This design comes from an exercise in tuning for a short achievable clock period and few clock cycles on the open sky130 flow, not from production work. The RTL was checked by simulation tests, not by an equivalence proof against the original design. No run shown here takes its clock network from TritonCTS; it comes from the design's own scripts or RTL. The flow treats the clock pin as an ideal source. Dropping or thinning the clock tree relies on that and would not hold on a real chip. Power is estimated from default activity; no workload was simulated.

==> flow/design.v <==
package rv_isa_pkg;
    localparam logic [6:0] OPC_LOAD   = 7'b0000011;
    localparam logic [6:0] OPC_STORE  = 7'b0100011;
    localparam logic [6:0] OPC_OP     = 7'b0110011;
    localparam logic [6:0] OPC_OP_IMM = 7'b0010011;
    localparam logic [31:0] NOP_INSN = 32'h0000_0013;  
endpackage
package rv_pipe_pkg;
    localparam int XLEN = 32;
endpackage
`timescale 1ns/1ns
module rv_rfread (
    input  logic [31:0]   sel,
    input  logic [1023:0] q,    
    input  logic          bp,
    input  logic [31:0]   wv,
    output logic [31:0]   v
);
    logic [31:0] rd;
    always_comb begin
        rd = '0;
        for (int i = 1; i < 32; i++) rd = rd | ({32{sel[i]}} & q[32*i +: 32]);
    end
    assign v = bp ? wv : rd;
endmodule
`timescale 1ns/1ns
module rv_add32 (
    input  logic [31:0] a,
    input  logic [31:0] b,
    input  logic        cin,
    output logic [31:0] sum,
    output logic        cout
);
    logic [32:0] g, p;
    always_comb begin
        g = {a & b, cin};
        p = {a ^ b, 1'b0};
        for (int d = 1; d < 33; d = d * 2) begin
            for (int i = 32; i >= d; i--) begin
                g[i] = g[i] | (p[i] & g[i-d]);
                p[i] = p[i] & p[i-d];
            end
        end
    end
    assign sum  = (a ^ b) ^ g[31:0];
    assign cout = g[32];
endmodule
module rv_alu (
    input  logic [31:0] a,
    input  logic [31:0] b,        
    input  logic        cin,
    input  logic [31:0] shl_d,
    input  logic [4:0]  shl_n,
    input  logic [31:0] shr_d,
    input  logic [4:0]  shr_n,
    input  logic        sra,
    input  logic        s_add,
    input  logic        s_slt,
    input  logic        s_sltu,
    input  logic        s_xor,
    input  logic        s_or,
    input  logic        s_and,
    input  logic [31:0] rdata,
    input  logic [15:0] ld_sel,   
    input  logic [3:0]  ld_sfill,
    input  logic [3:0]  ld_sg,
    output logic [31:0] res
);
    logic [31:0] sum, sll_v, sr_v, ld_v;
    logic        cout, ld_sign, lt_u, lt_s;
    rv_add32 u_add (.a(a), .b(b), .cin(cin), .sum(sum), .cout(cout));
    assign lt_u = !cout;
    assign lt_s = (a[31] == b[31]) ? a[31] : sum[31];
    assign sll_v = shl_d << shl_n;
    assign sr_v  = 32'($signed({sra && shr_d[31], shr_d}) >>> shr_n);
    assign ld_sign = |(ld_sg & {rdata[31], rdata[23], rdata[15], rdata[7]});
    always_comb begin
        for (int j = 0; j < 4; j++) begin
            ld_v[8*j +: 8] = {8{ld_sfill[j] && ld_sign}};
            for (int k = 0; k < 4; k++) begin
                ld_v[8*j +: 8] = ld_v[8*j +: 8] | ({8{ld_sel[4*j+k]}} & rdata[8*k +: 8]);
            end
        end
    end
    assign res = ({32{s_add}}  & sum)
               | ({32{s_slt}}  & {31'd0, lt_s})
               | ({32{s_sltu}} & {31'd0, lt_u})
               | ({32{s_xor}}  & (a ^ b))
               | ({32{s_or}}   & (a | b))
               | ({32{s_and}}  & (a & b))
               | sll_v
               | sr_v
               | ld_v;
endmodule
`timescale 1ns/1ns
module rv_core (
    input  logic        clk,
    input  logic        rst_n,
    output logic [31:0] imem_addr,
    input  logic [31:0] imem_insn,
    output logic [31:0] dmem_addr,
    output logic [31:0] dmem_wdata,
    input  logic [31:0] dmem_rdata,
    output logic        dmem_wen,
    output logic [3:0]  byte_en
);
    localparam logic [31:0] NOP = 32'h0000_0013;
    function automatic logic [31:0] onehot_reg(input logic [4:0] r);
        logic [31:0] v;
        v = '0;
        for (int i = 1; i < 32; i++) v[i] = r == 5'(i);
        onehot_reg = v;
    endfunction
    logic        rst_q;           
    logic        stall_b;         
    logic        stall_s;         
    logic        stall;           
    logic [29:0] pc_q;            
    logic [29:0] pc_n;            
    logic [31:0] ir;
    logic [31:0] s1, s2;          
    logic        bp1, bp2;        
    logic [4:0]  r_rs1, r_rs2, r_rd;
    logic        r_wr, r_ld, r_st, r_inv, r_sra, r_use_imm, r_sll, r_sr;
    logic [2:0]  r_f3;
    logic [31:0] r_imm, r_rs1v, r_rs2v;
    logic        r_s_add, r_s_slt, r_s_sltu, r_s_xor, r_s_or, r_s_and;
    logic        a_x, a_w, a_v, a_r;              
    logic        g_r;                             
    logic        b_x, b_w, b_v, b_r, b_i;         
    logic        sl_x, sl_w, sl_v, sl_r;          
    logic        sr_x, sr_w, sr_v, sr_r;          
    logic        sln_x, sln_w, sln_v, sln_r, sln_i;  
    logic        srn_x, srn_w, srn_v, srn_r, srn_i;  
    logic        wd_x, wd_w, wd_v, wd_r;          
    logic        x_wr;
    logic [4:0]  x_rd;
    logic [31:0] x_a, x_b, x_shl_d, x_shr_d, x_addr, x_wdata;
    logic [4:0]  x_shl_n, x_shr_n;
    logic [3:0]  x_be;
    logic        x_cin, x_sra, x_wen;
    logic [15:0] x_ld_sel;
    logic [3:0]  x_ld_sfill, x_ld_sg;
    logic        x_s_add, x_s_slt, x_s_sltu, x_s_xor, x_s_or, x_s_and;
    logic        w_wr;
    logic [4:0]  w_rd;
    logic [31:0] w_val, w2_val;
    logic [31:0] w_we;            
    logic [31:0] regq [1:31];
    logic [31:1] rv;              
    logic [31:1] al;              
    logic [31:0] ex_res;
    always_ff @(posedge clk) begin
        rst_q <= !rst_n;
    end
    logic [31:0] f_insn;  
    logic [31:0] f_live;  
    assign imem_addr = {pc_q, 2'b00};
    assign f_insn    = stall ? ir : imem_insn;
    assign f_live    = {rv | w_we[31:1], 1'b0};
    always_ff @(posedge clk) begin
        if (rst_q) begin
            pc_q <= '0;
            pc_n <= 30'd1;
            ir   <= NOP;
            s1   <= '0;
            s2   <= '0;
            bp1  <= 1'b0;
            bp2  <= 1'b0;
        end else begin
            if (!stall) begin
                pc_q <= pc_n;
                pc_n <= pc_n + 30'd1;
                ir   <= imem_insn;
            end
            s1  <= onehot_reg(f_insn[19:15]) & f_live;
            s2  <= onehot_reg(f_insn[24:20]) & f_live;
            bp1 <= x_wr && x_rd == f_insn[19:15];
            bp2 <= x_wr && x_rd == f_insn[24:20];
        end
    end
    logic [6:0]  d_opc;
    logic [2:0]  d_f3;
    logic [4:0]  d_rd, d_rs1, d_rs2;
    logic        d_op, d_opi, d_alu, d_ld, d_st, d_wr, d_alt, d_mem;
    logic        d_sll, d_sr, d_inv;
    logic [31:0] d_imm;
    logic [31:0] d_rs1v, d_rs2v;
    logic [1023:0] rq;
    assign d_opc = ir[6:0];
    assign d_f3  = ir[14:12];
    assign d_rd  = ir[11:7];
    assign d_rs1 = ir[19:15];
    assign d_rs2 = ir[24:20];
    assign d_op  = d_opc == 7'b0110011;
    assign d_opi = d_opc == 7'b0010011;
    assign d_alu = d_op || d_opi;
    assign d_ld  = d_opc == 7'b0000011 &&
                   (d_f3 == 3'd0 || d_f3 == 3'd1 || d_f3 == 3'd2 || d_f3 == 3'd4 || d_f3 == 3'd5);
    assign d_st  = d_opc == 7'b0100011 && (d_f3 == 3'd0 || d_f3 == 3'd1 || d_f3 == 3'd2);
    assign d_wr  = (d_alu || d_ld) && d_rd != 5'd0;
    assign d_mem = (d_ld || d_st) && d_rs1 != 5'd0;
    assign d_alt = ir[30] && ((d_op && (d_f3 == 3'd0 || d_f3 == 3'd5)) || (d_opi && d_f3 == 3'd5));
    assign d_sll = d_alu && d_f3 == 3'd1;
    assign d_sr  = d_alu && d_f3 == 3'd5;
    assign d_inv = d_alu && (d_f3 == 3'd2 || d_f3 == 3'd3 || (d_f3 == 3'd0 && d_alt));
    assign d_imm = d_st ? {{20{ir[31]}}, ir[31:25], ir[11:7]} : {{20{ir[31]}}, ir[31:20]};
    always_comb begin
        rq[31:0] = '0;
        for (int i = 1; i < 32; i++) rq[32*i +: 32] = regq[i];
    end
    rv_rfread u_rf1 (.sel(s1), .q(rq), .bp(bp1), .wv(w_val), .v(d_rs1v));
    rv_rfread u_rf2 (.sel(s2), .q(rq), .bp(bp2), .wv(w_val), .v(d_rs2v));
    always_ff @(posedge clk) begin
        if (rst_q) begin
            r_rs1 <= '0; r_rs2 <= '0; r_rd <= '0;
            r_wr <= 1'b0; r_ld <= 1'b0; r_st <= 1'b0; r_inv <= 1'b0; r_sra <= 1'b0;
            r_f3 <= '0;
            r_s_add <= 1'b0; r_s_slt <= 1'b0; r_s_sltu <= 1'b0;
            r_s_xor <= 1'b0; r_s_or <= 1'b0; r_s_and <= 1'b0;
        end else if (!stall) begin
            r_rs1    <= d_rs1;
            r_rs2    <= d_rs2;
            r_rd     <= d_rd;
            r_wr     <= d_wr;
            r_ld     <= d_ld;
            r_st     <= d_st;
            r_inv    <= d_inv;
            r_sra    <= d_alt && d_f3 == 3'd5;
            r_f3     <= d_f3;
            r_s_add  <= d_alu && d_f3 == 3'd0;
            r_s_slt  <= d_alu && d_f3 == 3'd2;
            r_s_sltu <= d_alu && d_f3 == 3'd3;
            r_s_xor  <= d_alu && d_f3 == 3'd4;
            r_s_or   <= d_alu && d_f3 == 3'd6;
            r_s_and  <= d_alu && d_f3 == 3'd7;
        end
    end
    always_ff @(posedge clk) begin
        if (!stall) begin
            r_imm  <= d_imm;
            r_rs1v <= d_rs1v;
            r_rs2v <= d_rs2v;
        end
    end
    logic       n_x1, n_x2, n_w1, n_w2, n_v1, n_v2, n_r1, n_r2;
    logic       n_imm, n_sll, n_sr, n_st, n_stall_b, n_stall_s, n_go;
    logic       d_al1, d_st_ok;
    assign d_al1   = d_rs1 == 5'd0 || (bp1 ? w_val[1:0] == 2'd0 : al[d_rs1]);
    assign d_st_ok = d_f3[1:0] == 2'd0 ||
                     (d_al1 && !n_x1 && !(x_wr && x_rd == d_rs1) &&
                      (d_f3[1:0] == 2'd1 ? !ir[7] : ir[8:7] == 2'd0));
    always_comb begin
        if (stall) begin
            n_x1 = 1'b0;
            n_x2 = 1'b0;
            n_w1 = x_wr && x_rd == r_rs1;
            n_w2 = x_wr && x_rd == r_rs2;
            n_v1 = !n_w1 && w_wr && w_rd == r_rs1;
            n_v2 = !n_w2 && w_wr && w_rd == r_rs2;
            n_imm = r_use_imm;
            n_sll = r_sll;
            n_sr  = r_sr;
            n_st  = r_st;
            n_stall_b = 1'b0;
            n_stall_s = 1'b0;
        end else begin
            n_x1 = r_wr && r_rd == d_rs1;
            n_x2 = r_wr && r_rd == d_rs2;
            n_w1 = !n_x1 && x_wr && x_rd == d_rs1;
            n_w2 = !n_x2 && x_wr && x_rd == d_rs2;
            n_v1 = 1'b0;
            n_v2 = 1'b0;
            n_imm = !d_op;
            n_sll = d_sll;
            n_sr  = d_sr;
            n_st  = d_st;
            n_stall_b = d_mem && n_x1;
            n_stall_s = d_st && n_x2 && !d_st_ok;
        end
        n_r1 = !n_x1 && !n_w1 && !n_v1;
        n_r2 = !n_x2 && !n_w2 && !n_v2;
        n_go = !n_stall_b && !n_stall_s;
    end
    always_ff @(posedge clk) begin
        if (rst_q) begin
            r_use_imm <= 1'b0; r_sll <= 1'b0; r_sr <= 1'b0;
        end else if (!stall) begin
            r_use_imm <= !d_op;
            r_sll     <= d_sll;
            r_sr      <= d_sr;
        end
    end
    always_ff @(posedge clk) begin
        if (rst_q) begin
            stall_b <= 1'b0; stall_s <= 1'b0;
            a_x <= 1'b0; a_w <= 1'b0; a_v <= 1'b0; a_r <= 1'b0; g_r <= 1'b0;
            b_x <= 1'b0; b_w <= 1'b0; b_v <= 1'b0; b_r <= 1'b0; b_i <= 1'b0;
            sl_x <= 1'b0; sl_w <= 1'b0; sl_v <= 1'b0; sl_r <= 1'b0;
            sr_x <= 1'b0; sr_w <= 1'b0; sr_v <= 1'b0; sr_r <= 1'b0;
            sln_x <= 1'b0; sln_w <= 1'b0; sln_v <= 1'b0; sln_r <= 1'b0; sln_i <= 1'b0;
            srn_x <= 1'b0; srn_w <= 1'b0; srn_v <= 1'b0; srn_r <= 1'b0; srn_i <= 1'b0;
            wd_x <= 1'b0; wd_w <= 1'b0; wd_v <= 1'b0; wd_r <= 1'b0;
        end else begin
            stall_b <= n_stall_b;
            stall_s <= n_stall_s;
            a_x <= n_x1; a_w <= n_w1; a_v <= n_v1; a_r <= n_r1;
            g_r <= !n_w1 && !n_v1;
            b_x <= n_x2 && !n_imm; b_w <= n_w2 && !n_imm; b_v <= n_v2 && !n_imm;
            b_r <= n_r2 && !n_imm; b_i <= n_imm;
            sl_x <= n_x1 && n_sll && n_go; sl_w <= n_w1 && n_sll && n_go;
            sl_v <= n_v1 && n_sll && n_go; sl_r <= n_r1 && n_sll && n_go;
            sr_x <= n_x1 && n_sr && n_go;  sr_w <= n_w1 && n_sr && n_go;
            sr_v <= n_v1 && n_sr && n_go;  sr_r <= n_r1 && n_sr && n_go;
            sln_x <= n_x2 && !n_imm && n_sll && n_go; sln_w <= n_w2 && !n_imm && n_sll && n_go;
            sln_v <= n_v2 && !n_imm && n_sll && n_go; sln_r <= n_r2 && !n_imm && n_sll && n_go;
            sln_i <= n_imm && n_sll && n_go;
            srn_x <= n_x2 && !n_imm && n_sr && n_go;  srn_w <= n_w2 && !n_imm && n_sr && n_go;
            srn_v <= n_v2 && !n_imm && n_sr && n_go;  srn_r <= n_r2 && !n_imm && n_sr && n_go;
            srn_i <= n_imm && n_sr && n_go;
            wd_x <= n_x2 && n_st; wd_w <= n_w2 && n_st; wd_v <= n_v2 && n_st; wd_r <= n_r2 && n_st;
        end
    end
    assign stall = stall_b || stall_s;
    logic [31:0] agu_w, agu_v, agu_r, agu, b2;
    logic [1:0]  lane, base_lo;
    logic [3:0]  ln, mask;
    logic        st_mis;
    rv_add32 u_agu_w (.a(w_val),  .b(r_imm), .cin(1'b0), .sum(agu_w), .cout());
    rv_add32 u_agu_v (.a(w2_val), .b(r_imm), .cin(1'b0), .sum(agu_v), .cout());
    rv_add32 u_agu_r (.a(r_rs1v), .b(r_imm), .cin(1'b0), .sum(agu_r), .cout());
    assign agu = ({32{a_w}} & agu_w) | ({32{a_v}} & agu_v) | ({32{g_r}} & agu_r);
    assign base_lo = ({2{a_w}} & w_val[1:0]) | ({2{a_v}} & w2_val[1:0]) | ({2{g_r}} & r_rs1v[1:0]);
    assign lane    = base_lo + r_imm[1:0];
    always_comb begin
        for (int i = 0; i < 4; i++) ln[i] = lane == 2'(i);
        case (r_f3[1:0])
            2'd0:    mask = 4'b0001;
            2'd1:    mask = 4'b0011;
            default: mask = 4'b1111;
        endcase
    end
    assign st_mis = (r_f3[1:0] == 2'd1 && lane[0]) || (r_f3[1:0] == 2'd2 && lane != 2'd0);
    assign b2     = ({32{wd_w}} & w_val) | ({32{wd_v}} & w2_val) | ({32{wd_r}} & r_rs2v);
    logic [15:0] ld_sel;
    logic [3:0]  ld_sfill, ld_sg;
    always_comb begin
        ld_sel   = '0;
        ld_sfill = '0;
        ld_sg    = '0;
        if (r_ld) begin
            if (r_f3[1:0] == 2'd2) begin
                ld_sel = 16'b1000_0100_0010_0001;
            end else if (r_f3[1:0] == 2'd1) begin
                ld_sel[3:0] = ln;
                ld_sel[7:4] = {ln[2:0], 1'b0};
                ld_sfill    = 4'b1100 & {4{!r_f3[2]}};
                ld_sg       = {ln[2:0], 1'b0} & {4{!r_f3[2]}};
            end else begin
                ld_sel[3:0] = ln;
                ld_sfill    = 4'b1110 & {4{!r_f3[2]}};
                ld_sg       = ln & {4{!r_f3[2]}};
            end
        end
    end
    always_ff @(posedge clk) begin
        if (rst_q || stall) begin
            x_wr <= 1'b0; x_rd <= '0; x_wen <= 1'b0; x_be <= '0;
            x_ld_sel <= '0; x_ld_sfill <= '0; x_ld_sg <= '0;
            x_s_add <= 1'b0; x_s_slt <= 1'b0; x_s_sltu <= 1'b0;
            x_s_xor <= 1'b0; x_s_or <= 1'b0; x_s_and <= 1'b0;
            x_sra <= 1'b0;
        end else begin
            x_wr <= r_wr; x_rd <= r_rd;
            x_wen <= r_st;
            x_be  <= r_st ? (mask << lane) : 4'b0000;
            x_ld_sel   <= ld_sel;
            x_ld_sfill <= ld_sfill;
            x_ld_sg    <= ld_sg;
            x_s_add <= r_s_add; x_s_slt <= r_s_slt; x_s_sltu <= r_s_sltu;
            x_s_xor <= r_s_xor; x_s_or <= r_s_or; x_s_and <= r_s_and;
            x_sra <= r_sra;
        end
    end
    always_ff @(posedge clk) begin
        x_a     <= ({32{a_x}} & ex_res) | ({32{a_w}} & w_val) | ({32{a_v}} & w2_val) |
                   ({32{a_r}} & r_rs1v);
        x_b     <= (({32{b_x}} & ex_res) | ({32{b_w}} & w_val) | ({32{b_v}} & w2_val) |
                    ({32{b_r}} & r_rs2v) | ({32{b_i}} & r_imm)) ^ {32{r_inv}};
        x_cin   <= r_inv;
        x_shl_d <= ({32{sl_x}} & ex_res) | ({32{sl_w}} & w_val) | ({32{sl_v}} & w2_val) |
                   ({32{sl_r}} & r_rs1v);
        x_shr_d <= ({32{sr_x}} & ex_res) | ({32{sr_w}} & w_val) | ({32{sr_v}} & w2_val) |
                   ({32{sr_r}} & r_rs1v);
        x_shl_n <= ({5{sln_x}} & ex_res[4:0]) | ({5{sln_w}} & w_val[4:0]) |
                   ({5{sln_v}} & w2_val[4:0]) | ({5{sln_r}} & r_rs2v[4:0]) |
                   ({5{sln_i}} & r_imm[4:0]);
        x_shr_n <= ({5{srn_x}} & ex_res[4:0]) | ({5{srn_w}} & w_val[4:0]) |
                   ({5{srn_v}} & w2_val[4:0]) | ({5{srn_r}} & r_rs2v[4:0]) |
                   ({5{srn_i}} & r_imm[4:0]);
        x_addr  <= agu;
        if (st_mis) begin
            x_wdata <= b2 << {lane, 3'b000};
        end else if (r_f3[1:0] == 2'd0) begin
            x_wdata <= {4{({8{wd_x}} & ex_res[7:0]) | b2[7:0]}};
        end else if (r_f3[1:0] == 2'd1) begin
            x_wdata <= {2{({16{wd_x}} & ex_res[15:0]) | b2[15:0]}};
        end else begin
            x_wdata <= ({32{wd_x}} & ex_res) | b2;
        end
    end
    rv_alu u_alu (
        .a(x_a), .b(x_b), .cin(x_cin),
        .shl_d(x_shl_d), .shl_n(x_shl_n), .shr_d(x_shr_d), .shr_n(x_shr_n), .sra(x_sra),
        .s_add(x_s_add), .s_slt(x_s_slt), .s_sltu(x_s_sltu),
        .s_xor(x_s_xor), .s_or(x_s_or), .s_and(x_s_and),
        .rdata(dmem_rdata), .ld_sel(x_ld_sel), .ld_sfill(x_ld_sfill), .ld_sg(x_ld_sg),
        .res(ex_res)
    );
    assign dmem_addr  = x_addr;
    assign dmem_wdata = x_wdata;
    assign dmem_wen   = x_wen;
    assign byte_en    = x_be;
    always_ff @(posedge clk) begin
        if (rst_q) begin
            w_wr <= 1'b0;
            w_rd <= '0;
            w_we <= '0;
        end else begin
            w_wr <= x_wr;
            w_rd <= x_rd;
            w_we <= x_wr ? onehot_reg(x_rd) : 32'd0;
        end
        w_val  <= ex_res;
        w2_val <= w_val;
    end
    always_ff @(posedge clk) begin
        for (int i = 1; i < 32; i++) begin
            if (w_we[i]) regq[i] <= w_val;
        end
    end
    always_ff @(posedge clk) begin
        for (int i = 1; i < 32; i++) begin
            if (rst_q) begin
                rv[i] <= 1'b0;
                al[i] <= 1'b1;
            end else if (w_we[i]) begin
                rv[i] <= 1'b1;
                al[i] <= w_val[1:0] == 2'd0;
            end
        end
    end
endmodule
==> flow/flow/run.sh <==
#!/bin/bash
# The standard layout (standard.sh) with these changes:
# - synthesis runs the standard flow's synthesis script with abc given a delay-driven
#   mapping script (flow/synth.tcl, flow/speed.abc); abc maps only the logic
#   between registers, so the registers match the standard synthesis
# - adders are left to abc as plain logic (ADDER_MAP_FILE empty: no full or
#   half adder cells, which make slow carry chains)
# - ports are buffered with buf_8 instead of the delay cell buffer_ports picks
# - the clock tree is two balanced buffer levels (flow/tree.tcl, run by
#   ORFS's cts step through its PRE_CTS_TCL hook) instead of TritonCTS's three
set -euo pipefail
cd "$(dirname "$0")/.."
HERE=$(pwd)
export FLOW_ABC_SCRIPT=$HERE/flow/speed.abc
export PRE_CTS_TCL=$HERE/flow/tree.tcl
export FLOW_TREE_ROOTS=4
export FLOW_TREE_LEAVES=20
KNOBS=(ADDER_MAP_FILE= "BUFFER_PORTS_ARGS=-buffer_cell sky130_fd_sc_hd__buf_8" "SYNTH_SCRIPT=$HERE/flow/synth.tcl")
bash standard.sh "${KNOBS[@]}" synth > synth.log 2>&1
bash standard.sh "${KNOBS[@]}" > layout.log 2>&1
==> flow/flow/speed.abc <==
strash
dch
map -D 800
buffer -p
upsize -D 800
dnsize -D 800
==> flow/flow/synth.tcl <==
# The standard flow's synthesis script (synth_recipe.tcl), with abc given a delay-driven
# mapping script: the same passes, the same registers.
proc synth {args} { yosys synth -nofsm -noshare {*}$args }
proc abc {args} {
  set i [lsearch -exact $args -script]
  if { $i >= 0 } {
    set args [lreplace $args $i [expr { $i + 1 }] -script $::env(FLOW_ABC_SCRIPT)]
  }
  yosys abc {*}$args
}
source $::env(SCRIPTS_DIR)/synth.tcl
# left out here: clear keep_hierarchy, flatten, clean up, hide names made inside functions, write 1_2_yosys.v
==> flow/flow/tree.tcl <==
# Clock tree of two buffer levels in place of TritonCTS (sourced as the
# PRE_CTS_TCL hook, it replaces the clock_tree_synthesis command cts.tcl runs).
# The clock port drives FLOW_TREE_ROOTS root buffers, each at the middle of
# an equal share of the registers; each root drives FLOW_TREE_LEAVES leaf
# buffers, each at the middle of an equal share of its registers. Shares are
# made by splitting the registers at the median of the longer side, so every
# register sees the same two buffers and about the same wire.

proc my_tree_split { pts n } {
  # pts: list of {iterm x y}; returns n groups of about equal size
  if { $n <= 1 } { return [list $pts] }
  set xs [lsort -integer [lmap p $pts { lindex $p 1 }]]
  set ys [lsort -integer [lmap p $pts { lindex $p 2 }]]
  set w [expr { [lindex $xs end] - [lindex $xs 0] }]
  set h [expr { [lindex $ys end] - [lindex $ys 0] }]
  set k [expr { $w >= $h ? 1 : 2 }]
  set sorted [lsort -integer -index $k $pts]
  set m [expr { $n / 2 }]
  set cut [expr { [llength $sorted] * $m / $n }]
  set a [lrange $sorted 0 [expr { $cut - 1 }]]
  set b [lrange $sorted $cut end]
  return [concat [my_tree_split $a $m] [my_tree_split $b [expr { $n - $m }]]]
}

proc my_tree_center { pts } {
  set sx 0
  set sy 0
  foreach p $pts {
    set sx [expr { $sx + [lindex $p 1] }]
    set sy [expr { $sy + [lindex $p 2] }]
  }
  set n [llength $pts]
  return [list [expr { $sx / $n }] [expr { $sy / $n }]]
}

proc my_tree_buffer { block master name x y in_net out_net } {
  set inst [odb::dbInst_create $block $master $name]
  set w [[$inst getMaster] getWidth]
  set h [[$inst getMaster] getHeight]
  $inst setLocation [expr { $x - $w / 2 }] [expr { $y - $h / 2 }]
  $inst setPlacementStatus PLACED
  [$inst findITerm A] connect $in_net
  [$inst findITerm X] connect $out_net
  return $inst
}

proc clock_tree_synthesis { args } {
  set db [ord::get_db]
  set block [ord::get_db_block]
  set roots [expr { [info exists ::env(FLOW_TREE_ROOTS)] ? $::env(FLOW_TREE_ROOTS) : 4 }]
  set leaves [expr { [info exists ::env(FLOW_TREE_LEAVES)] ? $::env(FLOW_TREE_LEAVES) : 8 }]
  set master [$db findMaster sky130_fd_sc_hd__clkbuf_16]
  set port [$block findBTerm clk]
  set clk_net [$port getNet]
  set pts {}
  foreach it [$clk_net getITerms] {
    set bb [[$it getInst] getBBox]
    lappend pts [list $it [expr { ([$bb xMin] + [$bb xMax]) / 2 }] [expr { ([$bb yMin] + [$bb yMax]) / 2 }]]
  }
  puts "bench tree: [llength $pts] sinks, $roots roots of $leaves leaves"
  set r 0
  foreach group [my_tree_split $pts $roots] {
    set rnet [odb::dbNet_create $block "clk_root_$r"]
    $rnet setSigType CLOCK
    lassign [my_tree_center $group] cx cy
    my_tree_buffer $block $master "clkbuf_root_$r" $cx $cy $clk_net $rnet
    set l 0
    foreach leaf [my_tree_split $group $leaves] {
      set lnet [odb::dbNet_create $block "clk_leaf_${r}_$l"]
      $lnet setSigType CLOCK
      foreach p $leaf {
        set it [lindex $p 0]
        $it disconnect
        $it connect $lnet
      }
      lassign [my_tree_center $leaf] lx ly
      my_tree_buffer $block $master "clkbuf_leaf_${r}_$l" $lx $ly $rnet $lnet
      incr l
    }
    incr r
  }
  $clk_net setSigType CLOCK
}
==> flow/standard.sh <==
#!/bin/bash
# synth_recipe.tcl (not shown) runs the flow's synth.tcl, then flattens the netlist and writes it again
# the make line also repeats each setting of config.mk as NAME=value (left out here)
make -C /OpenROAD-flow-scripts/flow DESIGN_CONFIG=/design/flow/config.mk WORK_HOME=/design/flow/orfs CLKGATE_MAP_FILE= SYNTH_SCRIPT=/design/flow/synth_recipe.tcl "${@:-finish}"
==> flow/config.mk <==
export PLATFORM = sky130hd
export DESIGN_NAME = rv_core
export DESIGN_NICKNAME = rv_core
export VERILOG_FILES = /design/flow/design.v
export SDC_FILE = /design/flow/constraint.sdc
export NUM_CORES = 4
export LEC_CHECK = 0
export CAP_MARGIN = 20
export CORE_MARGIN = 2
export CORE_UTILIZATION = 40
export PLACE_DENSITY = 0.5
export SETUP_SLACK_MARGIN = 4.0
export SLEW_MARGIN = 20
export TNS_END_PERCENT = 20
==> flow/constraint.sdc <==
create_clock -name core_clock -period 6.5 [get_ports {clk}]
set_input_delay 1.3000 -clock core_clock [delete_from_list [all_inputs] [get_ports {clk}]]
set_output_delay 1.3000 -clock core_clock [all_outputs]
set_load 0.01 [all_outputs]
==> flow_summary.ini, run 1 <==
[timing]
period_minus_slack_ps = 3120
achievable-frequency_ghz = 0.321
slew_violations = 0
fin_crit_sh = 0.479
worst_slew_pin_slew_ps = 1290
rsz0062_at_grt = yes
skew_ps = 89.4
tns_ps = 0
hold_ws_ps = 431
report.final.hold_viol_count = 0
finalSetupViolCount = 0
max_slew_margin = 0.133

[synthesis]
ys.flop_type = edfxtp_1
async_reset_ff_frac = 0
yosysWarnings = 5
synth_area_per_cell_um2 = 9.48
netlist_top_cells_area = edfxtp_1 40%, dfxtp_1 15%, nand2_1 6.2%
synth-seq-cells = 1688
synth_top_area_frac = 0.398
yosys.cell_types.count = 95
syn_inst = 8508
synth_seq_area_share = 0.552
netlist_area_um2 = 80600
synth_top_area_cell = edfxtp_1
synth_edf_count = 1068

[setup_path]
crit_family = compound AO/OA/AOI/OAI gates
path_depth = 9
start_kind = register
reg2reg_from = s1[6]$_SDFF_PP0_
cp.arrival_ps = 3430
rrSetupSlack_ps = 3380
crit_end = r_rs1v[29]$_DFFE_PP_
cp-startpoint = s1[6]$_SDFF_PP0_
crit_required_ps = 6820
max_stage_delay_ps = 810
path_class = reg2reg
worst-path-buf-inv = 1
end_kind = register
regToRegEndpoint = r_rs1v[29]$_DFFE_PP_
reg2reg_depth = 9
path_cells = buf_8, a22o_1, a211oi_1, nand4_1, a221o_1, a221oi_2, nand3_1, a221oi_1, o21ai_1
path_max_fanout = 32
cp_slowest_cell = a211oi_1

[finish]
largest_register_ffs = 992
area_growth_pct = 25.2
fillers = 18516
regMostFlops = regq
final_nets = 9108
fin_area_um2 = 101000
drive_gt1_frac = 0.250

[place]
post-dp-hpwl_mm = 288
gp_routability_congestion = 1.05
placed_area_um2 = 86200
place.port_buffers = 164

[power]
p_leak_nw = 36.1
vdd_drop_max_uv = 303
power.density_nw_per_um2 = 181

[floorplanning]
dieWidth_um = 453
die_height_um = 453
initial_utilization = 0.403
core_region_area_um2 = 200000
die_area_um2 = 205000
rows = 164
ios = 167

[global_routing]
antenna_found_initial = 20
grt_first_pass_wirelength_mm = 555
overflow = 0
grt_usage = 0.384
grt_max_degree = 128
grt_pass1_vias = 67481

[detailed_routing]
wl_per_cell_um = 36.5
wl_met1_mm = 164
drc = 0
wl_met2_mm = 189
antenna_left = 0
vias_per_cell = 6.55
drtIter0Drc = 11377
highest_layer = met5
vias = 76691
first_pass_iters = 9
wl_mm = 427
route.met3.wl_mm = 42.3

[hold_path]
hp-start = ir[26]$_SDFFE_PP0P_
whs_path_depth = 0
hold_path_class = reg2reg

[clock_tree]
insertion_delay_ps = 640
clkTransAtPathRegs_ps = 120
cts-hold-fix-buffers = 0

[job]
max-cap-violations = 0

[run_status]
status = complete, no violations
synth_stat cells, types with 49 or more instances:
| cell | instances |
|---|---|
| o221ai_1 | 112 |
| nor2_1 | 715 |
| dfxtp_1 | 620 |
| xor2_1 | 51 |
| nand2_1 | 1332 |
| clkbuf_1 | 338 |
| o211ai_1 | 105 |
| o21ai_0 | 506 |
| inv_1 | 740 |
| nor4_1 | 50 |
| a221oi_1 | 222 |
| a22oi_1 | 519 |
| nand4_1 | 180 |
| o21ai_1 | 97 |
| o22ai_1 | 173 |
| a22o_1 | 49 |
| buf_2 | 61 |
| a21oi_1 | 446 |
| nor3_1 | 153 |
| a221o_1 | 51 |
| edfxtp_1 | 1068 |
| nand3_1 | 304 |
| a211oi_1 | 91 |
worst min path at each step:
stage | endpoint | slack (ps)
after floorplan | x_cin$_DFF_P_ | 360
after global placement | r_imm[9]$_DFFE_PP_ | 410
after detailed placement | x_s_sltu$_SDFF_PP0_ | 420
after CTS | x_s_sltu$_SDFF_PP0_ | 420
after global routing | r_imm[6]$_DFFE_PP_ | 440
final | r_imm[6]$_DFFE_PP_ | 430
cell families (layout without fill, tap and decap cells):
family / Yosys count / in the layout / synth area share
mux: 6 / 6 / 0.000745
buf+inv: 1223 / 1750 / 0.0606
xor+xnor: 75 / 75 / 0.00833
other cells: 1 / 6 / 0.0000465
flops: 1688 / 1688 / 0.552
compound gates: 2671 / 2671 / 0.225
simple gates: 2844 / 2848 / 0.153
timing repair:
item                                    4_1_cts  5_1_grt
gates resized for setup                     325     1556
cloned                                        3       38
pin swaps                                    71      366
buffers inserted                             79      391
endpoints found under the setup margin      480      558
cell type report:
type,count,area [um^2],area share
Tap cell,2656,3320,0.0329
Multi-Input combinational cell,5602,37500,0.372
Timing Repair Buffer,895,10100,0.100
Sequential cell,1688,44800,0.444
Inverter,768,3110,0.0308
Buffer,84,2100,0.0208
Antenna cell,4,10.0,0.0000991
Timing Repair inverter,3,21.3,0.000211
through the flow:
step | utilization | power, mW | std cells | setup slack [ps]
4_1_cts | 0.453 | 16.7 | 11259 | 3040
2_1_floorplan | - | 12.0 | 8509 | 3610
3_3_place_gp | 0.431 | 12.5 | 11093 | 1720
5_1_grt | 0.505 | 18.6 | 11696 | 3310
3_5_place_dp | 0.431 | 12.5 | 11093 | 2050
6_report | 0.505 | 18.2 | 11700 | 3380
layout by cell type, fill, tap and decap left out, drive strengths merged, types with 310 or more instances in the layout:
cell type  synthesis  final
nand2           1340   1341
nand3            310    310
edfxtp          1068   1068
a21oi            461    461
inv              755    724
dfxtp            620    620
buf              116    860
o21ai            609    609
a22oi            521    521
nor2             741    742
per-layer routing:
metal	up-vias	global-route usage
met4	14	0.208
li1	32411	-
met2	4903	0.599
met5	-	0
met1	38243	0.506
met3	1120	0.0681
power by group:
part,internal (mW),switching [mW]
Clock,2.27,3.44
Sequential,11.3,0.102
Combinational,0.388,0.709
Testbench counts, summed over its fixed seeds: cycles 16,169.
==> run 2: changes to the inputs <==
--- a/flow/design.v
+++ b/flow/design.v
@@ -64,7 +64,8 @@
     input  logic [15:0] ld_sel,   
     input  logic [3:0]  ld_sfill,
     input  logic [3:0]  ld_sg,
-    output logic [31:0] res
+    output logic [31:0] res,
+    output logic [31:0] ld
 );
     logic [31:0] sum, sll_v, sr_v, ld_v;
     logic        cout, ld_sign, lt_u, lt_s;
@@ -89,8 +90,8 @@
                | ({32{s_or}}   & (a | b))
                | ({32{s_and}}  & (a & b))
                | sll_v
-               | sr_v
-               | ld_v;
+               | sr_v;
+    assign ld = ld_v;
 endmodule
 `timescale 1ns/1ns
 module rv_core (
@@ -125,14 +126,17 @@
     logic [2:0]  r_f3;
     logic [31:0] r_imm, r_rs1v, r_rs2v;
     logic        r_s_add, r_s_slt, r_s_sltu, r_s_xor, r_s_or, r_s_and;
-    logic        a_x, a_w, a_v, a_r;              
+    logic        a_xa, a_xl, a_w, a_r;                   
     logic        g_r;                             
-    logic        b_x, b_w, b_v, b_r, b_i;         
-    logic        sl_x, sl_w, sl_v, sl_r;          
-    logic        sr_x, sr_w, sr_v, sr_r;          
-    logic        sln_x, sln_w, sln_v, sln_r, sln_i;  
-    logic        srn_x, srn_w, srn_v, srn_r, srn_i;  
-    logic        wd_x, wd_w, wd_v, wd_r;          
+    logic        b_xa, b_xl, b_w, b_r, b_i;              
+    logic        sl_xa, sl_xl, sl_w, sl_r;                
+    logic        sr_xa, sr_xl, sr_w, sr_r;                
+    logic        sln_xa, sln_xl, sln_w, sln_r, sln_i;      
+    logic        srn_xa, srn_xl, srn_w, srn_r, srn_i;      
+    logic        wd_w, wd_r;                      
+    logic        wdb_xa, wdb_xl, wdh_xa, wdh_xl;  
+    logic        wdw_xa, wdw_xl;
+    logic        f2_xa, f2_xl, f2_w, f2_r;                
     logic        x_wr;
     logic [4:0]  x_rd;
     logic [31:0] x_a, x_b, x_shl_d, x_shr_d, x_addr, x_wdata;
@@ -144,11 +148,12 @@
     logic        x_s_add, x_s_slt, x_s_sltu, x_s_xor, x_s_or, x_s_and;
     logic        w_wr;
     logic [4:0]  w_rd;
-    logic [31:0] w_val, w2_val;
+    logic [31:0] w_val;
     logic [31:0] w_we;            
     logic [31:0] regq [1:31];
     logic [31:1] rv;              
     logic [31:1] al;              
+    logic [31:0] alu_res, ld_res;  
     logic [31:0] ex_res;
     always_ff @(posedge clk) begin
         rst_q <= !rst_n;
@@ -238,13 +243,16 @@
     end
     always_ff @(posedge clk) begin
         if (!stall) begin
-            r_imm  <= d_imm;
-            r_rs1v <= d_rs1v;
-            r_rs2v <= d_rs2v;
+            r_imm <= d_imm;
         end
+        r_rs1v <= ({32{!stall}} & d_rs1v) | ({32{stall && a_xa}} & alu_res) | ({32{stall && a_xl}} & ld_res) |
+                  ({32{stall && a_w}} & w_val) | ({32{stall && a_r}} & r_rs1v);
+        r_rs2v <= ({32{!stall}} & d_rs2v) | ({32{stall && f2_xa}} & alu_res) | ({32{stall && f2_xl}} & ld_res) |
+                  ({32{stall && f2_w}} & w_val) | ({32{stall && f2_r}} & r_rs2v);
     end
-    logic       n_x1, n_x2, n_w1, n_w2, n_v1, n_v2, n_r1, n_r2;
+    logic       n_x1, n_x2, n_w1, n_w2, n_r1, n_r2;
     logic       n_imm, n_sll, n_sr, n_st, n_stall_b, n_stall_s, n_go;
+    logic [2:0] n_f3;
     logic       d_al1, d_st_ok;
     assign d_al1   = d_rs1 == 5'd0 || (bp1 ? w_val[1:0] == 2'd0 : al[d_rs1]);
     assign d_st_ok = d_f3[1:0] == 2'd0 ||
@@ -254,14 +262,13 @@
         if (stall) begin
             n_x1 = 1'b0;
             n_x2 = 1'b0;
-            n_w1 = x_wr && x_rd == r_rs1;
-            n_w2 = x_wr && x_rd == r_rs2;
-            n_v1 = !n_w1 && w_wr && w_rd == r_rs1;
-            n_v2 = !n_w2 && w_wr && w_rd == r_rs2;
+            n_w1 = 1'b0;
+            n_w2 = 1'b0;
             n_imm = r_use_imm;
             n_sll = r_sll;
             n_sr  = r_sr;
             n_st  = r_st;
+            n_f3  = r_f3;
             n_stall_b = 1'b0;
             n_stall_s = 1'b0;
         end else begin
@@ -269,17 +276,16 @@
             n_x2 = r_wr && r_rd == d_rs2;
             n_w1 = !n_x1 && x_wr && x_rd == d_rs1;
             n_w2 = !n_x2 && x_wr && x_rd == d_rs2;
-            n_v1 = 1'b0;
-            n_v2 = 1'b0;
             n_imm = !d_op;
             n_sll = d_sll;
             n_sr  = d_sr;
             n_st  = d_st;
+            n_f3  = d_f3;
             n_stall_b = d_mem && n_x1;
             n_stall_s = d_st && n_x2 && !d_st_ok;
         end
-        n_r1 = !n_x1 && !n_w1 && !n_v1;
-        n_r2 = !n_x2 && !n_w2 && !n_v2;
+        n_r1 = !n_x1 && !n_w1;
+        n_r2 = !n_x2 && !n_w2;
         n_go = !n_stall_b && !n_stall_s;
     end
     always_ff @(posedge clk) begin
@@ -294,43 +300,47 @@
     always_ff @(posedge clk) begin
         if (rst_q) begin
             stall_b <= 1'b0; stall_s <= 1'b0;
-            a_x <= 1'b0; a_w <= 1'b0; a_v <= 1'b0; a_r <= 1'b0; g_r <= 1'b0;
-            b_x <= 1'b0; b_w <= 1'b0; b_v <= 1'b0; b_r <= 1'b0; b_i <= 1'b0;
-            sl_x <= 1'b0; sl_w <= 1'b0; sl_v <= 1'b0; sl_r <= 1'b0;
-            sr_x <= 1'b0; sr_w <= 1'b0; sr_v <= 1'b0; sr_r <= 1'b0;
-            sln_x <= 1'b0; sln_w <= 1'b0; sln_v <= 1'b0; sln_r <= 1'b0; sln_i <= 1'b0;
-            srn_x <= 1'b0; srn_w <= 1'b0; srn_v <= 1'b0; srn_r <= 1'b0; srn_i <= 1'b0;
-            wd_x <= 1'b0; wd_w <= 1'b0; wd_v <= 1'b0; wd_r <= 1'b0;
+            a_xa <= 1'b0; a_xl <= 1'b0; a_w <= 1'b0; a_r <= 1'b0; g_r <= 1'b0;
+            f2_xa <= 1'b0; f2_xl <= 1'b0; f2_w <= 1'b0; f2_r <= 1'b0;
+            b_xa <= 1'b0; b_xl <= 1'b0; b_w <= 1'b0; b_r <= 1'b0; b_i <= 1'b0;
+            sl_xa <= 1'b0; sl_xl <= 1'b0; sl_w <= 1'b0; sl_r <= 1'b0;
+            sr_xa <= 1'b0; sr_xl <= 1'b0; sr_w <= 1'b0; sr_r <= 1'b0;
+            sln_xa <= 1'b0; sln_xl <= 1'b0; sln_w <= 1'b0; sln_r <= 1'b0; sln_i <= 1'b0;
+            srn_xa <= 1'b0; srn_xl <= 1'b0; srn_w <= 1'b0; srn_r <= 1'b0; srn_i <= 1'b0;
+            wd_w <= 1'b0; wd_r <= 1'b0; wdb_xa <= 1'b0; wdb_xl <= 1'b0; wdh_xa <= 1'b0; wdh_xl <= 1'b0; wdw_xa <= 1'b0; wdw_xl <= 1'b0;
         end else begin
             stall_b <= n_stall_b;
             stall_s <= n_stall_s;
-            a_x <= n_x1; a_w <= n_w1; a_v <= n_v1; a_r <= n_r1;
-            g_r <= !n_w1 && !n_v1;
-            b_x <= n_x2 && !n_imm; b_w <= n_w2 && !n_imm; b_v <= n_v2 && !n_imm;
+            a_xa <= n_x1 && !r_ld; a_xl <= n_x1 && r_ld; a_w <= n_w1; a_r <= n_r1;
+            g_r <= !n_w1;
+            f2_xa <= n_x2 && !r_ld; f2_xl <= n_x2 && r_ld; f2_w <= n_w2; f2_r <= n_r2;
+            b_xa <= n_x2 && !n_imm && !r_ld; b_xl <= n_x2 && !n_imm && r_ld; b_w <= n_w2 && !n_imm;
             b_r <= n_r2 && !n_imm; b_i <= n_imm;
-            sl_x <= n_x1 && n_sll && n_go; sl_w <= n_w1 && n_sll && n_go;
-            sl_v <= n_v1 && n_sll && n_go; sl_r <= n_r1 && n_sll && n_go;
-            sr_x <= n_x1 && n_sr && n_go;  sr_w <= n_w1 && n_sr && n_go;
-            sr_v <= n_v1 && n_sr && n_go;  sr_r <= n_r1 && n_sr && n_go;
-            sln_x <= n_x2 && !n_imm && n_sll && n_go; sln_w <= n_w2 && !n_imm && n_sll && n_go;
-            sln_v <= n_v2 && !n_imm && n_sll && n_go; sln_r <= n_r2 && !n_imm && n_sll && n_go;
+            sl_xa <= n_x1 && n_sll && n_go && !r_ld; sl_xl <= n_x1 && n_sll && n_go && r_ld; sl_w <= n_w1 && n_sll && n_go;
+            sl_r <= n_r1 && n_sll && n_go;
+            sr_xa <= n_x1 && n_sr && n_go && !r_ld; sr_xl <= n_x1 && n_sr && n_go && r_ld;  sr_w <= n_w1 && n_sr && n_go;
+            sr_r <= n_r1 && n_sr && n_go;
+            sln_xa <= n_x2 && !n_imm && n_sll && n_go && !r_ld; sln_xl <= n_x2 && !n_imm && n_sll && n_go && r_ld; sln_w <= n_w2 && !n_imm && n_sll && n_go;
+            sln_r <= n_r2 && !n_imm && n_sll && n_go;
             sln_i <= n_imm && n_sll && n_go;
-            srn_x <= n_x2 && !n_imm && n_sr && n_go;  srn_w <= n_w2 && !n_imm && n_sr && n_go;
-            srn_v <= n_v2 && !n_imm && n_sr && n_go;  srn_r <= n_r2 && !n_imm && n_sr && n_go;
+            srn_xa <= n_x2 && !n_imm && n_sr && n_go && !r_ld; srn_xl <= n_x2 && !n_imm && n_sr && n_go && r_ld;  srn_w <= n_w2 && !n_imm && n_sr && n_go;
+            srn_r <= n_r2 && !n_imm && n_sr && n_go;
             srn_i <= n_imm && n_sr && n_go;
-            wd_x <= n_x2 && n_st; wd_w <= n_w2 && n_st; wd_v <= n_v2 && n_st; wd_r <= n_r2 && n_st;
+            wd_w <= n_w2 && n_st; wd_r <= n_r2 && n_st;
+            wdb_xa <= n_x2 && n_st && n_f3[1:0] == 2'd0 && !r_ld; wdb_xl <= n_x2 && n_st && n_f3[1:0] == 2'd0 && r_ld;
+            wdh_xa <= n_x2 && n_st && n_f3[1:0] == 2'd1 && !r_ld; wdh_xl <= n_x2 && n_st && n_f3[1:0] == 2'd1 && r_ld;
+            wdw_xa <= n_x2 && n_st && n_f3[1:0] == 2'd2 && !r_ld; wdw_xl <= n_x2 && n_st && n_f3[1:0] == 2'd2 && r_ld;
         end
     end
     assign stall = stall_b || stall_s;
-    logic [31:0] agu_w, agu_v, agu_r, agu, b2;
+    logic [31:0] agu_w, agu_r, agu, b2;
     logic [1:0]  lane, base_lo;
     logic [3:0]  ln, mask;
     logic        st_mis;
     rv_add32 u_agu_w (.a(w_val),  .b(r_imm), .cin(1'b0), .sum(agu_w), .cout());
-    rv_add32 u_agu_v (.a(w2_val), .b(r_imm), .cin(1'b0), .sum(agu_v), .cout());
     rv_add32 u_agu_r (.a(r_rs1v), .b(r_imm), .cin(1'b0), .sum(agu_r), .cout());
-    assign agu = ({32{a_w}} & agu_w) | ({32{a_v}} & agu_v) | ({32{g_r}} & agu_r);
-    assign base_lo = ({2{a_w}} & w_val[1:0]) | ({2{a_v}} & w2_val[1:0]) | ({2{g_r}} & r_rs1v[1:0]);
+    assign agu = ({32{a_w}} & agu_w) | ({32{g_r}} & agu_r);
+    assign base_lo = ({2{a_w}} & w_val[1:0]) | ({2{g_r}} & r_rs1v[1:0]);
     assign lane    = base_lo + r_imm[1:0];
     always_comb begin
         for (int i = 0; i < 4; i++) ln[i] = lane == 2'(i);
@@ -341,7 +351,19 @@
         endcase
     end
     assign st_mis = (r_f3[1:0] == 2'd1 && lane[0]) || (r_f3[1:0] == 2'd2 && lane != 2'd0);
-    assign b2     = ({32{wd_w}} & w_val) | ({32{wd_v}} & w2_val) | ({32{wd_r}} & r_rs2v);
+    assign b2     = ({32{wd_w}} & w_val) | ({32{wd_r}} & r_rs2v);
+    logic [31:0] b2_lanes;
+    always_comb begin
+        if (st_mis) begin
+            b2_lanes = b2 << {lane, 3'b000};
+        end else if (r_f3[1:0] == 2'd0) begin
+            b2_lanes = {4{b2[7:0]}};
+        end else if (r_f3[1:0] == 2'd1) begin
+            b2_lanes = {2{b2[15:0]}};
+        end else begin
+            b2_lanes = b2;
+        end
+    end
     logic [15:0] ld_sel;
     logic [3:0]  ld_sfill, ld_sg;
     always_comb begin
@@ -383,31 +405,22 @@
         end
     end
     always_ff @(posedge clk) begin
-        x_a     <= ({32{a_x}} & ex_res) | ({32{a_w}} & w_val) | ({32{a_v}} & w2_val) |
+        x_a     <= ({32{a_xa}} & alu_res) | ({32{a_xl}} & ld_res) | ({32{a_w}} & w_val) |
                    ({32{a_r}} & r_rs1v);
-        x_b     <= (({32{b_x}} & ex_res) | ({32{b_w}} & w_val) | ({32{b_v}} & w2_val) |
+        x_b     <= (({32{b_xa}} & alu_res) | ({32{b_xl}} & ld_res) | ({32{b_w}} & w_val) |
                     ({32{b_r}} & r_rs2v) | ({32{b_i}} & r_imm)) ^ {32{r_inv}};
         x_cin   <= r_inv;
-        x_shl_d <= ({32{sl_x}} & ex_res) | ({32{sl_w}} & w_val) | ({32{sl_v}} & w2_val) |
+        x_shl_d <= ({32{sl_xa}} & alu_res) | ({32{sl_xl}} & ld_res) | ({32{sl_w}} & w_val) |
                    ({32{sl_r}} & r_rs1v);
-        x_shr_d <= ({32{sr_x}} & ex_res) | ({32{sr_w}} & w_val) | ({32{sr_v}} & w2_val) |
+        x_shr_d <= ({32{sr_xa}} & alu_res) | ({32{sr_xl}} & ld_res) | ({32{sr_w}} & w_val) |
                    ({32{sr_r}} & r_rs1v);
-        x_shl_n <= ({5{sln_x}} & ex_res[4:0]) | ({5{sln_w}} & w_val[4:0]) |
-                   ({5{sln_v}} & w2_val[4:0]) | ({5{sln_r}} & r_rs2v[4:0]) |
+        x_shl_n <= ({5{sln_xa}} & alu_res[4:0]) | ({5{sln_xl}} & ld_res[4:0]) | ({5{sln_w}} & w_val[4:0]) | ({5{sln_r}} & r_rs2v[4:0]) |
                    ({5{sln_i}} & r_imm[4:0]);
-        x_shr_n <= ({5{srn_x}} & ex_res[4:0]) | ({5{srn_w}} & w_val[4:0]) |
-                   ({5{srn_v}} & w2_val[4:0]) | ({5{srn_r}} & r_rs2v[4:0]) |
+        x_shr_n <= ({5{srn_xa}} & alu_res[4:0]) | ({5{srn_xl}} & ld_res[4:0]) | ({5{srn_w}} & w_val[4:0]) | ({5{srn_r}} & r_rs2v[4:0]) |
                    ({5{srn_i}} & r_imm[4:0]);
         x_addr  <= agu;
-        if (st_mis) begin
-            x_wdata <= b2 << {lane, 3'b000};
-        end else if (r_f3[1:0] == 2'd0) begin
-            x_wdata <= {4{({8{wd_x}} & ex_res[7:0]) | b2[7:0]}};
-        end else if (r_f3[1:0] == 2'd1) begin
-            x_wdata <= {2{({16{wd_x}} & ex_res[15:0]) | b2[15:0]}};
-        end else begin
-            x_wdata <= ({32{wd_x}} & ex_res) | b2;
-        end
+        x_wdata <= ({32{wdb_xa}} & {4{alu_res[7:0]}}) | ({32{wdb_xl}} & {4{ld_res[7:0]}}) | ({32{wdh_xa}} & {2{alu_res[15:0]}}) | ({32{wdh_xl}} & {2{ld_res[15:0]}}) |
+                   ({32{wdw_xa}} & alu_res) | ({32{wdw_xl}} & ld_res) | b2_lanes;
     end
     rv_alu u_alu (
         .a(x_a), .b(x_b), .cin(x_cin),
@@ -415,8 +428,9 @@
         .s_add(x_s_add), .s_slt(x_s_slt), .s_sltu(x_s_sltu),
         .s_xor(x_s_xor), .s_or(x_s_or), .s_and(x_s_and),
         .rdata(dmem_rdata), .ld_sel(x_ld_sel), .ld_sfill(x_ld_sfill), .ld_sg(x_ld_sg),
-        .res(ex_res)
+        .res(alu_res), .ld(ld_res)
     );
+    assign ex_res = alu_res | ld_res;
     assign dmem_addr  = x_addr;
     assign dmem_wdata = x_wdata;
     assign dmem_wen   = x_wen;
@@ -431,8 +445,7 @@
             w_rd <= x_rd;
             w_we <= x_wr ? onehot_reg(x_rd) : 32'd0;
         end
-        w_val  <= ex_res;
-        w2_val <= w_val;
+        w_val <= ex_res;
     end
     always_ff @(posedge clk) begin
         for (int i = 1; i < 32; i++) begin
--- a/flow/flow/run.sh
+++ b/flow/flow/run.sh
@@ -14,7 +14,7 @@
 export FLOW_ABC_SCRIPT=$HERE/flow/speed.abc
 export PRE_CTS_TCL=$HERE/flow/tree.tcl
 export FLOW_TREE_ROOTS=4
-export FLOW_TREE_LEAVES=20
+export FLOW_TREE_LEAVES=28
 KNOBS=(ADDER_MAP_FILE= "BUFFER_PORTS_ARGS=-buffer_cell sky130_fd_sc_hd__buf_8" "SYNTH_SCRIPT=$HERE/flow/synth.tcl")
 bash standard.sh "${KNOBS[@]}" synth > synth.log 2>&1
 bash standard.sh "${KNOBS[@]}" > layout.log 2>&1
==> flow/flow/speed.abc (replaced) <==
strash
dch
map -r -D 800
buffer -p
upsize -D 800
dnsize -D 800
==> flow_summary.ini, run 2 <==
[run_status]
status = complete, no violations

[finish]
seqCellArea_um2 = 43700
multi_input_area_um2 = 55000
fillers = 23119
final_cell_mix = 3,447 x nand2_1, 1,142 x nand4_1, 1,004 x edfxtp_1
final_nets = 12607
regMostFlops = regq
final_common_cell = nand2_1
area_growth_pct = 22.5
largest_register_ffs = 992
drive_gt1_frac = 0.192

[timing]
slew_violations = 0
skew_ps = 122
fin_crit_sh = 0.439
report.final.hold_viol_count = 0
period_minus_slack_ps = 2850
rsz0062_at_grt = yes
max_slew_margin = 0.137
worst_slew_pin_slew_ps = 1290
achievable-frequency_ghz = 0.351
finalSetupViolCount = 0
tns_ps = 0
hold_ws_ps = 417

[global_routing]
grt_max_degree = 140
grt_usage = 0.475
grt_pass1_vias = 98264
grt_first_pass_wirelength_mm = 816
antenna_found_initial = 54
overflow = 0

[setup_path]
path_depth = 11
cp_slowest_cell = dfxtp_4
crit_family = simple AND/OR/NAND/NOR gates
start_kind = register
path_max_fanout = 8
end_kind = register
cp.arrival_ps = 3480
path_class = reg2reg
crit_required_ps = 7130
worst-path-buf-inv = 1
max_stage_delay_ps = 400
reg2reg_depth = 11
path_cells = and2_2, nor2_4, nand4_1, nor2_2, o21ai_2, o211ai_1, nand2_2, a31oi_4, buf_12, o211ai_1, nand2_2

[synthesis]
ys.flop_type = edfxtp_1
synth_top_area_frac = 0.312
netlist_top_cells_count = 3,592 x nand2_1, 1,141 x nand4_1, 1,004 x edfxtp_1
synth_seq_area_share = 0.446
synth_area_per_cell_um2 = 7.91
synth_edf_count = 1004
yosysWarnings = 5
synth-seq-cells = 1648
syn_inst = 12205
yosys.cell_types.count = 75
synth_top_area_cell = edfxtp_1
netlist_top_cells_area = edfxtp_1 31%, nand2_1 14%, dfxtp_1 13%
async_reset_ff_frac = 0
netlist_area_um2 = 96500
yosysMostFrequentCell = nand2_1

[floorplanning]
rows = 180
core_region_area_um2 = 240000
dieWidth_um = 495
die_height_um = 495
die_area_um2 = 245000
ios = 167
initial_utilization = 0.401

[detailed_routing]
wl_per_cell_um = 39.2
vias = 110943
drtIter0Drc = 20455
antenna_left = 0
drc = 0
first_pass_iters = 12
vias_per_cell = 7.04
wl_mm = 618

[power]
vdd_drop_max_uv = 356
p_leak_nw = 42.4
power.density_nw_per_um2 = 164

[place]
post-dp-hpwl_mm = 403
place.port_buffers = 164
gp_routability_congestion = 1.07

[hold_path]
whs_path_depth = 0
hold_path_class = reg2reg

[clock_tree]
clkTransAtPathRegs_ps = 90
cts-hold-fix-buffers = 0
insertion_delay_ps = 760

[job]
max-cap-violations = 0
## run 2: cell types whose count changed in the layout (fill, tap and decap cells not counted), sizes merged, moves of 132 or more
| cell | previous run | this run |
|---|---|---|
| a221oi | 227 | 4 |
| o21bai | 14 | 440 |
| a41oi | 17 | 149 |
| nand4 | 185 | 1147 |
| nand3 | 310 | 959 |
| a22oi | 521 | 90 |
| o211ai | 111 | 245 |
| o21ai | 609 | 285 |
| nand2 | 1341 | 3607 |
| inv | 724 | 279 |
| nand2b | 0 | 211 |
| buf | 860 | 1010 |
## run 2: repair_timing
item	4_1_cts	5_1_grt
setup endpoints to repair	435	448
buffers inserted	238	320
pin swaps	170	257
gates cloned	23	18
gates resized for setup	787	875
## run 2: layer usage
layer  track usage  share of wire  vias up
met5       0.00607         0.0011        -
met4         0.332          0.092       58
met3         0.167           0.15     2446
met2         0.650           0.39    10039
met1         0.620           0.36    53476
li1              -              -    44924
## run 2: cells by family after synthesis
group                  share of synthesized area
AO/OA/AOI/OAI                              0.171
flip-flops                                 0.446
AND/OR/NAND/NOR                            0.338
other                                  0.0000389
buffers and inverters                     0.0455
## run 2: final cells by class
class	count	share of cell area
diodes	34	0.000720
plain buffers	116	0.0246
inverters	297	0.0101
multi-input cells	9439	0.466
flip-flops and latches	1648	0.369
well taps	3185	0.0337
repair buffers	1033	0.0951
repair inverters	6	0.000360
## run 2: power breakdown
part	internal [mW]	switching [mW]	leakage, nW
Combinational	0.477	0.910	25.5
Sequential	11.0	0.139	15.5
Clock	3.09	3.74	1.43
Total	14.6	4.79	42.4
## run 2: final timing paths
kind | from | to | slack (ps)
hold reg to reg | ir[29]$_SDFFE_PP0P_ | r_imm[9]$_DFFE_PP_ | 420
hold / removal | ir[29]$_SDFFE_PP0P_ | r_imm[9]$_DFFE_PP_ | 420
setup / recovery | x_a[19]$_DFF_P_ | x_b[23]$_DFF_P_ | 3650
setup reg to reg | x_a[19]$_DFF_P_ | x_b[23]$_DFF_P_ | 3650
## run 2: per-stage QoR
stage	power [mW]	cell area [um^2]	instances	setup WS, ps	utilization
6_report	19.3	118000	15758	3650	0.492
5_1_grt	19.7	118000	15726	3700	0.491
4_1_cts	17.7	111000	15383	3550	0.463
3_5_place_dp	12.4	102000	15006	2290	0.426
3_3_place_gp	12.4	102000	15002	2310	0.425
2_1_floorplan	11.9	96500	12206	4010	-
Testbench counts of run 2, summed over its fixed seeds: cycles 16,169.
==> run 3: changes to the inputs <==
==> flow/flow/speed.abc (replaced) <==
strash
dch
map -r -D 800
topo
buffer -p
upsize -D 800
dnsize -D 800
--- a/flow/flow/tree.tcl
+++ b/flow/flow/tree.tcl
@@ -2,9 +2,11 @@
 # PRE_CTS_TCL hook, it replaces the clock_tree_synthesis command cts.tcl runs).
 # The clock port drives FLOW_TREE_ROOTS root buffers, each at the middle of
 # an equal share of the registers; each root drives FLOW_TREE_LEAVES leaf
-# buffers, each at the middle of an equal share of its registers. Shares are
-# made by splitting the registers at the median of the longer side, so every
-# register sees the same two buffers and about the same wire.
+# buffers, each at the middle of an equal share of its registers (without
+# FLOW_TREE_LEAVES: shares of at most FLOW_TREE_SINKS registers spanning at
+# most FLOW_TREE_SPAN um half-perimeter). Shares are made by splitting the
+# registers at the median of the longer side, so every register sees the same
+# two buffers and about the same wire.
 
 proc my_tree_split { pts n } {
   # pts: list of {iterm x y}; returns n groups of about equal size
@@ -20,6 +22,18 @@
   set a [lrange $sorted 0 [expr { $cut - 1 }]]
   set b [lrange $sorted $cut end]
   return [concat [my_tree_split $a $m] [my_tree_split $b [expr { $n - $m }]]]
+}
+
+proc my_tree_leaves { pts max_sinks max_span } {
+  # split until every group has at most max_sinks sinks and a bounding box
+  # half-perimeter of at most max_span (dbu)
+  set xs [lsort -integer [lmap p $pts { lindex $p 1 }]]
+  set ys [lsort -integer [lmap p $pts { lindex $p 2 }]]
+  set span [expr { [lindex $xs end] - [lindex $xs 0] + [lindex $ys end] - [lindex $ys 0] }]
+  if { [llength $pts] <= $max_sinks && $span <= $max_span } { return [list $pts] }
+  set halves [my_tree_split $pts 2]
+  return [concat [my_tree_leaves [lindex $halves 0] $max_sinks $max_span] \
+            [my_tree_leaves [lindex $halves 1] $max_sinks $max_span]]
 }
 
 proc my_tree_center { pts } {
@@ -48,7 +62,9 @@
   set db [ord::get_db]
   set block [ord::get_db_block]
   set roots [expr { [info exists ::env(FLOW_TREE_ROOTS)] ? $::env(FLOW_TREE_ROOTS) : 4 }]
-  set leaves [expr { [info exists ::env(FLOW_TREE_LEAVES)] ? $::env(FLOW_TREE_LEAVES) : 8 }]
+  set max_sinks [expr { [info exists ::env(FLOW_TREE_SINKS)] ? $::env(FLOW_TREE_SINKS) : 32 }]
+  set max_span [expr { [info exists ::env(FLOW_TREE_SPAN)] ? $::env(FLOW_TREE_SPAN) : 100.0 }]
+  set max_span [expr { int($max_span * [$block getDbUnitsPerMicron]) }]
   set master [$db findMaster sky130_fd_sc_hd__clkbuf_16]
   set port [$block findBTerm clk]
   set clk_net [$port getNet]
@@ -57,7 +73,7 @@
     set bb [[$it getInst] getBBox]
     lappend pts [list $it [expr { ([$bb xMin] + [$bb xMax]) / 2 }] [expr { ([$bb yMin] + [$bb yMax]) / 2 }]]
   }
-  puts "bench tree: [llength $pts] sinks, $roots roots of $leaves leaves"
+  puts "bench tree: [llength $pts] sinks, $roots roots, leaves of at most $max_sinks sinks"
   set r 0
   foreach group [my_tree_split $pts $roots] {
     set rnet [odb::dbNet_create $block "clk_root_$r"]
@@ -65,7 +81,12 @@
     lassign [my_tree_center $group] cx cy
     my_tree_buffer $block $master "clkbuf_root_$r" $cx $cy $clk_net $rnet
     set l 0
-    foreach leaf [my_tree_split $group $leaves] {
+    if { [info exists ::env(FLOW_TREE_LEAVES)] } {
+      set leaf_groups [my_tree_split $group $::env(FLOW_TREE_LEAVES)]
+    } else {
+      set leaf_groups [my_tree_leaves $group $max_sinks $max_span]
+    }
+    foreach leaf $leaf_groups {
       set lnet [odb::dbNet_create $block "clk_leaf_${r}_$l"]
       $lnet setSigType CLOCK
       foreach p $leaf {
@@ -77,6 +98,7 @@
       my_tree_buffer $block $master "clkbuf_leaf_${r}_$l" $lx $ly $rnet $lnet
       incr l
     }
+    puts "bench tree: root $r drives $l leaves"
     incr r
   }
   $clk_net setSigType CLOCK
--- a/flow/config.mk
+++ b/flow/config.mk
@@ -5,10 +5,10 @@
 export SDC_FILE = /design/flow/constraint.sdc
 export NUM_CORES = 4
 export LEC_CHECK = 0
-export CAP_MARGIN = 20
+export CAP_MARGIN = 50
 export CORE_MARGIN = 2
 export CORE_UTILIZATION = 40
 export PLACE_DENSITY = 0.5
 export SETUP_SLACK_MARGIN = 4.0
-export SLEW_MARGIN = 20
+export SLEW_MARGIN = 70
 export TNS_END_PERCENT = 20
==> flow_summary.ini, run 3 <==
[global_routing]
antenna_found_initial = 52
grt_pass1_vias = 99941
grt_first_pass_wirelength_mm = 823
grt_max_degree = 113
grt_usage = 0.477
overflow = 0

[hold_path]
hold_path_class = reg2reg

[setup_path]
end_kind = register
max_stage_delay_ps = 320
path_cells = clkbuf_8, nand3_1, buf_8, and2_1, nand3_1, a41oi_4, nand3_4, a31oi_4, buf_12, o211ai_1, nand2_2
crit_family = simple AND/OR/NAND/NOR gates
worst-path-buf-inv = 3
path_class = reg2reg
path_max_fanout = 29
crit_top_cell = nand3_1
cp_slowest_cell = dfxtp_1
crit_required_ps = 7130
cp.arrival_ps = 3550
start_kind = register

[floorplanning]
die_area_um2 = 245000
rows = 180
dieWidth_um = 495
core_region_area_um2 = 240000
ios = 167
die_height_um = 495
initial_utilization = 0.401

[synthesis]
synth_area_per_cell_um2 = 7.91
ys.flop_type = edfxtp_1
netlist_top_cells_area = edfxtp_1 31%, nand2_1 14%, dfxtp_1 13%
synth-seq-cells = 1648
async_reset_ff_frac = 0
yosysWarnings = 5
yosys.cell_types.count = 75
synth_top_area_cell = edfxtp_1
yosysMostFrequentCell = nand2_1
netlist_area_um2 = 96500
netlist_top_cells_count = 3,592 x nand2_1, 1,141 x nand4_1, 1,004 x edfxtp_1
syn_inst = 12205
synth_edf_count = 1004
synth_seq_area_share = 0.446
synth_top_area_frac = 0.312

[detailed_routing]
first_pass_iters = 9
wl_per_cell_um = 38.4
wl_mm = 616
antenna_left = 0
vias = 111920
drtIter0Drc = 20332
vias_per_cell = 6.97
drc = 0

[power]
combPwrFrac = 0.076
power.density_nw_per_um2 = 155
p_leak_nw = 45.2
p_int_mw = 14.6
swShare = 0.247
p_clk_frac = 0.351
power_switching_mw = 4.79
seqPwrFrac = 0.573
vdd_drop_max_uv = 380

[timing]
achievable-frequency_ghz = 0.343
tns_ps = 0
skew_ps = 115
fin_crit_sh = 0.448
slew_violations = 0
period_minus_slack_ps = 2910
worst_slew_pin_slew_ps = 597
report.final.hold_viol_count = 0
max_slew_margin = 0.602
finalSetupViolCount = 0
layout_setup_ws_ps = 3590
rsz0062_at_grt = yes

[job]
max-cap-violations = 0

[finish]
drive_gt1_frac = 0.235
area_growth_pct = 29.8
final_common_cell = nand2_1
seqCellArea_um2 = 43700
multi_input_area_um2 = 57000
fillers = 22482
regMostFlops = regq
final_nets = 12899
largest_register_ffs = 992
final_cell_mix = 3,451 x nand2_1, 1,141 x nand4_1, 1,004 x edfxtp_1

[clock_tree]
insertion_delay_ps = 750
cts-hold-fix-buffers = 0
clkTransAtPathRegs_ps = 90

[run_status]
status = complete, no violations

[place]
pre_cts_ws_ps = 2810
post-dp-hpwl_mm = 435
place.port_buffers = 164
gp_routability_congestion = 1.07
==> run 3: changes by cell type in the layout (fill, tap and decap cells not counted), sizes merged, moves of 2 or more <==
cell      previous run  this run
bufbuf               6        16
clkinv               8         6
diode               34        31
clkinvlp            16         2
inv                279       290
clkbuf             133       139
a31oi              101        99
buf               1010      1294
==> run 3: per-stage QoR <==
| stage | power, mW | hold WS (ps) | instance area (um^2) | utilization | std cells |
|---|---|---|---|---|---|
| 2_1_floorplan | 11.9 | 347 | 96500 | - | 12206 |
| 3_3_place_gp | 12.4 | 407 | 102000 | 0.425 | 15002 |
| 3_5_place_dp | 12.5 | 409 | 110000 | 0.460 | 15335 |
| 4_1_cts | 17.8 | 411 | 119000 | 0.496 | 15728 |
| 5_1_grt | 19.7 | 441 | 125000 | 0.521 | 16020 |
| 6_report | 19.4 | 428 | 125000 | 0.521 | 16047 |
==> run 3: final cells by class <==
class / instances / area share
antenna: 31 / 0.000619
buffer: 116 / 0.0232
inverter: 297 / 0.00984
multi-input combinational: 9434 / 0.455
sequential: 1648 / 0.349
tap: 3185 / 0.0318
timing repair buffer: 1335 / 0.130
timing repair inverter: 1 / 0.0000699
==> run 3: worst paths after layout <==
path / endpoint / startpoint / slack (ps) / cells after the start
worst max register to register: x_b[19]$_DFF_P_ / x_shr_n[4]$_DFF_P_ / 3590 / 11
worst min register to register: r_imm[9]$_DFFE_PP_ / ir[29]$_SDFFE_PP0P_ / 430 / 0
worst max-delay path: x_b[19]$_DFF_P_ / x_shr_n[4]$_DFF_P_ / 3590 / 11
worst min-delay path: r_imm[9]$_DFFE_PP_ / ir[29]$_SDFFE_PP0P_ / 430 / 0
==> run 3: power groups by stage <==
stage	logic, mW	registers, mW	clock network, mW
floorplan	0.565	11.3	0
global placement	1.01	11.4	0
detailed placement	1.13	11.3	0
CTS	1.29	11.4	5.12
global route	1.51	11.1	7.12
finish	1.47	11.1	6.81
==> run 3: cell families (layout without fill, tap and decap cells) <==
family                 count (synthesis)  in the layout  synth area share
other                                  1             33         0.0000389
DFF                                 1648           1648             0.446
buffers and inverters               1126           1749            0.0455
and+or+nand+nor                     7094           7096             0.338
AOI/OAI and AO/OA                   2336           2336             0.171
==> run 3: what timing repair did <==
action | 4_1_cts | 5_1_grt
endpoints found under the setup margin | 288 | 371
buffers inserted | 246 | 256
resized for setup | 689 | 688
cloned | 31 | 9
pin swaps | 212 | 247
==> run 3: routing by layer <==
layer,part of all wire,GRT usage
met4,0.090,0.328
met2,0.39,0.658
met3,0.15,0.163
met1,0.36,0.623
met5,0.00053,0

re-timing with driven ports:
The flow's constraints put no driver on any port. The routed layouts listed below were extracted and timed again, unchanged, in two steps.
Step 1 sets driving cells, clkbuf_16 on the clock port and buf_2 on the other inputs (assumed; they add their load-dependent delay and slew).
Step 2 adds t to the input delays and takes it off the output delays; t is the mean of the earliest and latest rising clock arrival at the registers after step 1. Input paths then give back, and output paths get back, about the clock's delay inside the block.
a / b / c = no drivers / after step 1 / after step 2; a / b = the first two.
run	shift t [ns]	slack for setup (ns)	worst setup path after step 2
run 1	0.791	3.384 / 3.384 / 3.019	input to register
run 2	0.910	3.650 / 3.545 / 3.372	input to register
run 3	0.913	3.587 / 3.575 / 3.317	input to register
After both steps every run listed still meets setup and hold. For run 1, which loses most, drivers alone change the setup slack by 0.000 ns; drivers and shift together by -0.365 ns.
